This design comes from an exercise in tuning for a short achievable clock period and few clock cycles on the open sky130 flow, not from production work. Power figures rest on the tool's default switching activity, not on a simulated workload.

## run 4
==> flow/design.v (excerpt) <==
module rv_core (
    input  logic        clk_cpu_i,
    input  logic        arst_n_i,
    input  logic [31:0] irom_inst_i,
    input  logic [31:0] dram_rdata_i,
    output logic [31:0] irom_addr_o,
    output logic [31:0] dram_addr_o,
    output logic [31:0] dram_wdata_o,
    output logic        dram_we_o,
    output logic        dram_re_o,
    output logic        debug_wb_have_inst_o,
    output logic [31:0] debug_wb_pc_o,
    output logic        debug_wb_ena_o,
    output logic [4:0]  debug_wb_reg_o,
    output logic [31:0] debug_wb_value_o
);
    localparam int NBTB = 4;
    logic [31:0] pc_f;
    logic [31:0] pc_o;
    logic [NBTB-1:0] btb_v;
    logic [30:0]     btb_tag [NBTB];
    logic [31:0]     btb_tgt [NBTB];
    logic [1:0]      btb_rr;
    logic            btb_alloc_q;
    logic            btb_inval_q;
    logic [NBTB-1:0] btb_inval_vec_q;
    logic [31:0]     btb_pc_q;
    logic [31:0]     btb_tgtw_q;
    logic            v_d;
    logic [31:0]     pc_d;
  ...
clock: 7.5 ns
lec_check: 0
abc_clock_period_in_ps: 2500
cap_margin: 20
core_margin: 2
core_utilization: 40
setup_slack_margin: 4.6
slew_margin: 20
run.sh (not shown) runs the stock make flow with config.mk's settings and CLKGATE_MAP_FILE= SYNTH_SCRIPT=/design/flow/synth_recipe.tcl, a recipe that flattens the netlist after the stock synthesis.
In summary, run 4 completed successfully, with a layout that passed the timing, DRC and antenna checks.
For run 2, these inputs were changed with respect to run 4:
--- a/flow/design.v
+++ b/flow/design.v
@@ -107,22 +107,44 @@
     always_comb begin
         btgt_f = '0;
         for (int i = 0; i < NBTB; i++) begin
             hitv_f[i] = btb_v[i] && (btb_tag[i] == pc_f[31:1]);
             btgt_f    = btgt_f | (btb_tgt[i] & {32{hitv_f[i]}});
         end
         hit_f = |hitv_f;
     end
     assign isbr_f  = (irom_inst_i[6:0] == 7'b1100011);
     assign spred_f = isbr_f && (irom_inst_i[31] || irom_inst_i[14:12] == 3'b001);
-    assign stlo_f   = {1'b0, pc_f[12:0]} + {1'b0, irom_inst_i[31], irom_inst_i[7],
-                                            irom_inst_i[30:25], irom_inst_i[11:8], 1'b0};
+    logic [12:1] boff_f;
+    logic [12:1] sg_f [5];
+    logic [12:1] sp_f [5];
+    assign boff_f = {irom_inst_i[31], irom_inst_i[7], irom_inst_i[30:25], irom_inst_i[11:8]};
+    always_comb begin
+        sg_f[0] = pc_f[12:1] & boff_f;
+        sp_f[0] = pc_f[12:1] ^ boff_f;
+        for (int l = 0; l < 4; l++) begin
+            for (int i = 1; i <= 12; i++) begin
+                if ((((i - 1) >> l) & 1) == 1) begin
+                    sg_f[l + 1][i] = sg_f[l][i] | (sp_f[l][i] & sg_f[l][(((i - 1) >> l) << l)]);
+                    sp_f[l + 1][i] = sp_f[l][i] & sp_f[l][(((i - 1) >> l) << l)];
+                end else begin
+                    sg_f[l + 1][i] = sg_f[l][i];
+                    sp_f[l + 1][i] = sp_f[l][i];
+                end
+            end
+        end
+        stlo_f[0] = pc_f[0];
+        stlo_f[1] = sp_f[0][1];
+        for (int i = 2; i <= 12; i++)
+            stlo_f[i] = sp_f[0][i] ^ sg_f[4][i - 1];
+        stlo_f[13] = sg_f[4][12];
+    end
     always_comb begin
         logic all1, all0;
         all1 = 1'b1;
         all0 = 1'b1;
         for (int i = 0; i < 19; i++) begin
             hi_inc_f[i] = pc_f[13 + i] ^ all1;
             hi_dec_f[i] = pc_f[13 + i] ^ all0;
             all1 = all1 & pc_f[13 + i];
             all0 = all0 & !pc_f[13 + i];
         end
@@ -233,56 +255,43 @@
                  | ({32{f_srl_e}} & (xa_e >> xb_e[4:0]))
                  | ({32{f_slt_e}} & {31'd0, lt_e})
                  | ({32{f_xor_e}} & (xa_e ^ xb_e))
                  | ({32{f_or_e}}  & (xa_e | xb_e))
                  | ({32{f_and_e}} & (xa_e & xb_e))
                  | ({32{f_lui_e}} & xb_e);
     assign res_e = ({32{f_add_e}} & sum_e) | ({32{f_sub_e}} & dif_e) | oth_e;
     assign taken_e = (bq_e && eq_e) || (bn_e && !eq_e) || (bl_e && lt_e);
     assign mis_e   = !fl_q && ((m_eq_e && eq_e) || (m_ne_e && !eq_e)
                                || (m_lt_e && lt_e) || (m_ge_e && !lt_e));
+    logic [31:0] pc_early_f, pc_fetch_f, pc_nxt;
+    assign pc_early_f = stall_d ? pc_f : (hit_f ? btgt_f : pc4_f);
+    assign pc_fetch_f = (spred_f && !stall_d) ? stgt_f : pc_early_f;
+    assign pc_nxt     = mis_e ? alt_e : pc_fetch_f;
     always_ff @(posedge clk_cpu_i or negedge arst_n_i) begin
         if (!arst_n_i) begin
             pc_f <= 32'h0000_0000;
             v_d  <= 1'b0;
             fl_q <= 1'b0;
         end else begin
-            if (mis_e)
-                pc_f <= alt_e;
-            else if (stall_d)
-                pc_f <= pc_f;
-            else if (spred_f)
-                pc_f <= stgt_f;
-            else if (hit_f)
-                pc_f <= btgt_f;
-            else
-                pc_f <= pc4_f;
+            pc_f <= pc_nxt;
             if (mis_e)
                 v_d <= 1'b0;
             else if (!stall_d)
                 v_d <= 1'b1;
             fl_q <= mis_e;
         end
     end
     always_ff @(posedge clk_cpu_i) begin
         if (!arst_n_i)
             pc_o <= 32'h0000_0000;
-        else if (mis_e)
-            pc_o <= alt_e;
-        else if (stall_d)
-            pc_o <= pc_o;
-        else if (spred_f)
-            pc_o <= stgt_f;
-        else if (hit_f)
-            pc_o <= btgt_f;
         else
-            pc_o <= pc4_f;
+            pc_o <= pc_nxt;
     end
     always_ff @(posedge clk_cpu_i) begin
         if (!stall_d) begin
             tgt_d  <= stgt_f;
             pc4_d  <= pc4_f;
             pc_d   <= pc_f;
             inst_d <= irom_inst_i;
             pred_d <= spred_f || hit_f;
             bh_d   <= hit_f;
             bhv_d  <= hitv_f;
## What came out
- No run among run 4 and run 2 stopped early or left any final violation; all are clean.
- Count of buffer and inverter cells on the critical path, run 4 and run 2: larger value in run 2
- Run 4 → run 2: non-clock buffer count up 6.3%, cell leakage power held, ratio of routed vias to standard cells has increased.
- Changes observed in run 2 relative to run 4: switching power summed over all nets saw a decrease, sequential share of layout area now sits at about the same level, number of distinct library cells after synthesis rose 21, final critical path time including I/O delays and setup up 540 ps.
- Run 2 vs. run 4: largest net degree at the start of global routing fell 1; post-route total power decreased about 1.2%; final clock period utilization by the worst path went up.
No functional check of the RTL was part of any run of this note.

==> what the ideal ports hide <==
The results above use ideal ports. As a check the final layouts listed here were re-extracted and re-timed, cells and wires unchanged. Step 1 (the two cells are an assumption about what drives the block):
set clk [get_ports {clk_cpu_i}]
set_driving_cell -lib_cell sky130_fd_sc_hd__clkbuf_16 $clk
set_driving_cell -lib_cell sky130_fd_sc_hd__buf_2 [delete_from_list [all_inputs] $clk]
Step 2, shift: input delay + t, output delay - t, t = (earliest + latest rising clock arrival at the registers) / 2. This alone moves slack from input paths to output paths. Slacks: ideal / step 1 / step 2; pairs: ideal / step 1.
run	shift t [ns]	setup slack, ns	hold WS [ns]	worst setup path at the end	pins driven straight from the clock port
run 4	0.931	3.327 / 3.325 / 2.394	0.311 / 0.311 / 0.311	input to register	1
run 2	0.936	2.790 / 2.837 / 1.900	0.313 / 0.313 / 0.313	input to register	1
After both steps every run listed still meets setup and hold. For run 4, which loses most, drivers alone change the setup slack by -0.002 ns; drivers and shift together by -0.933 ns.
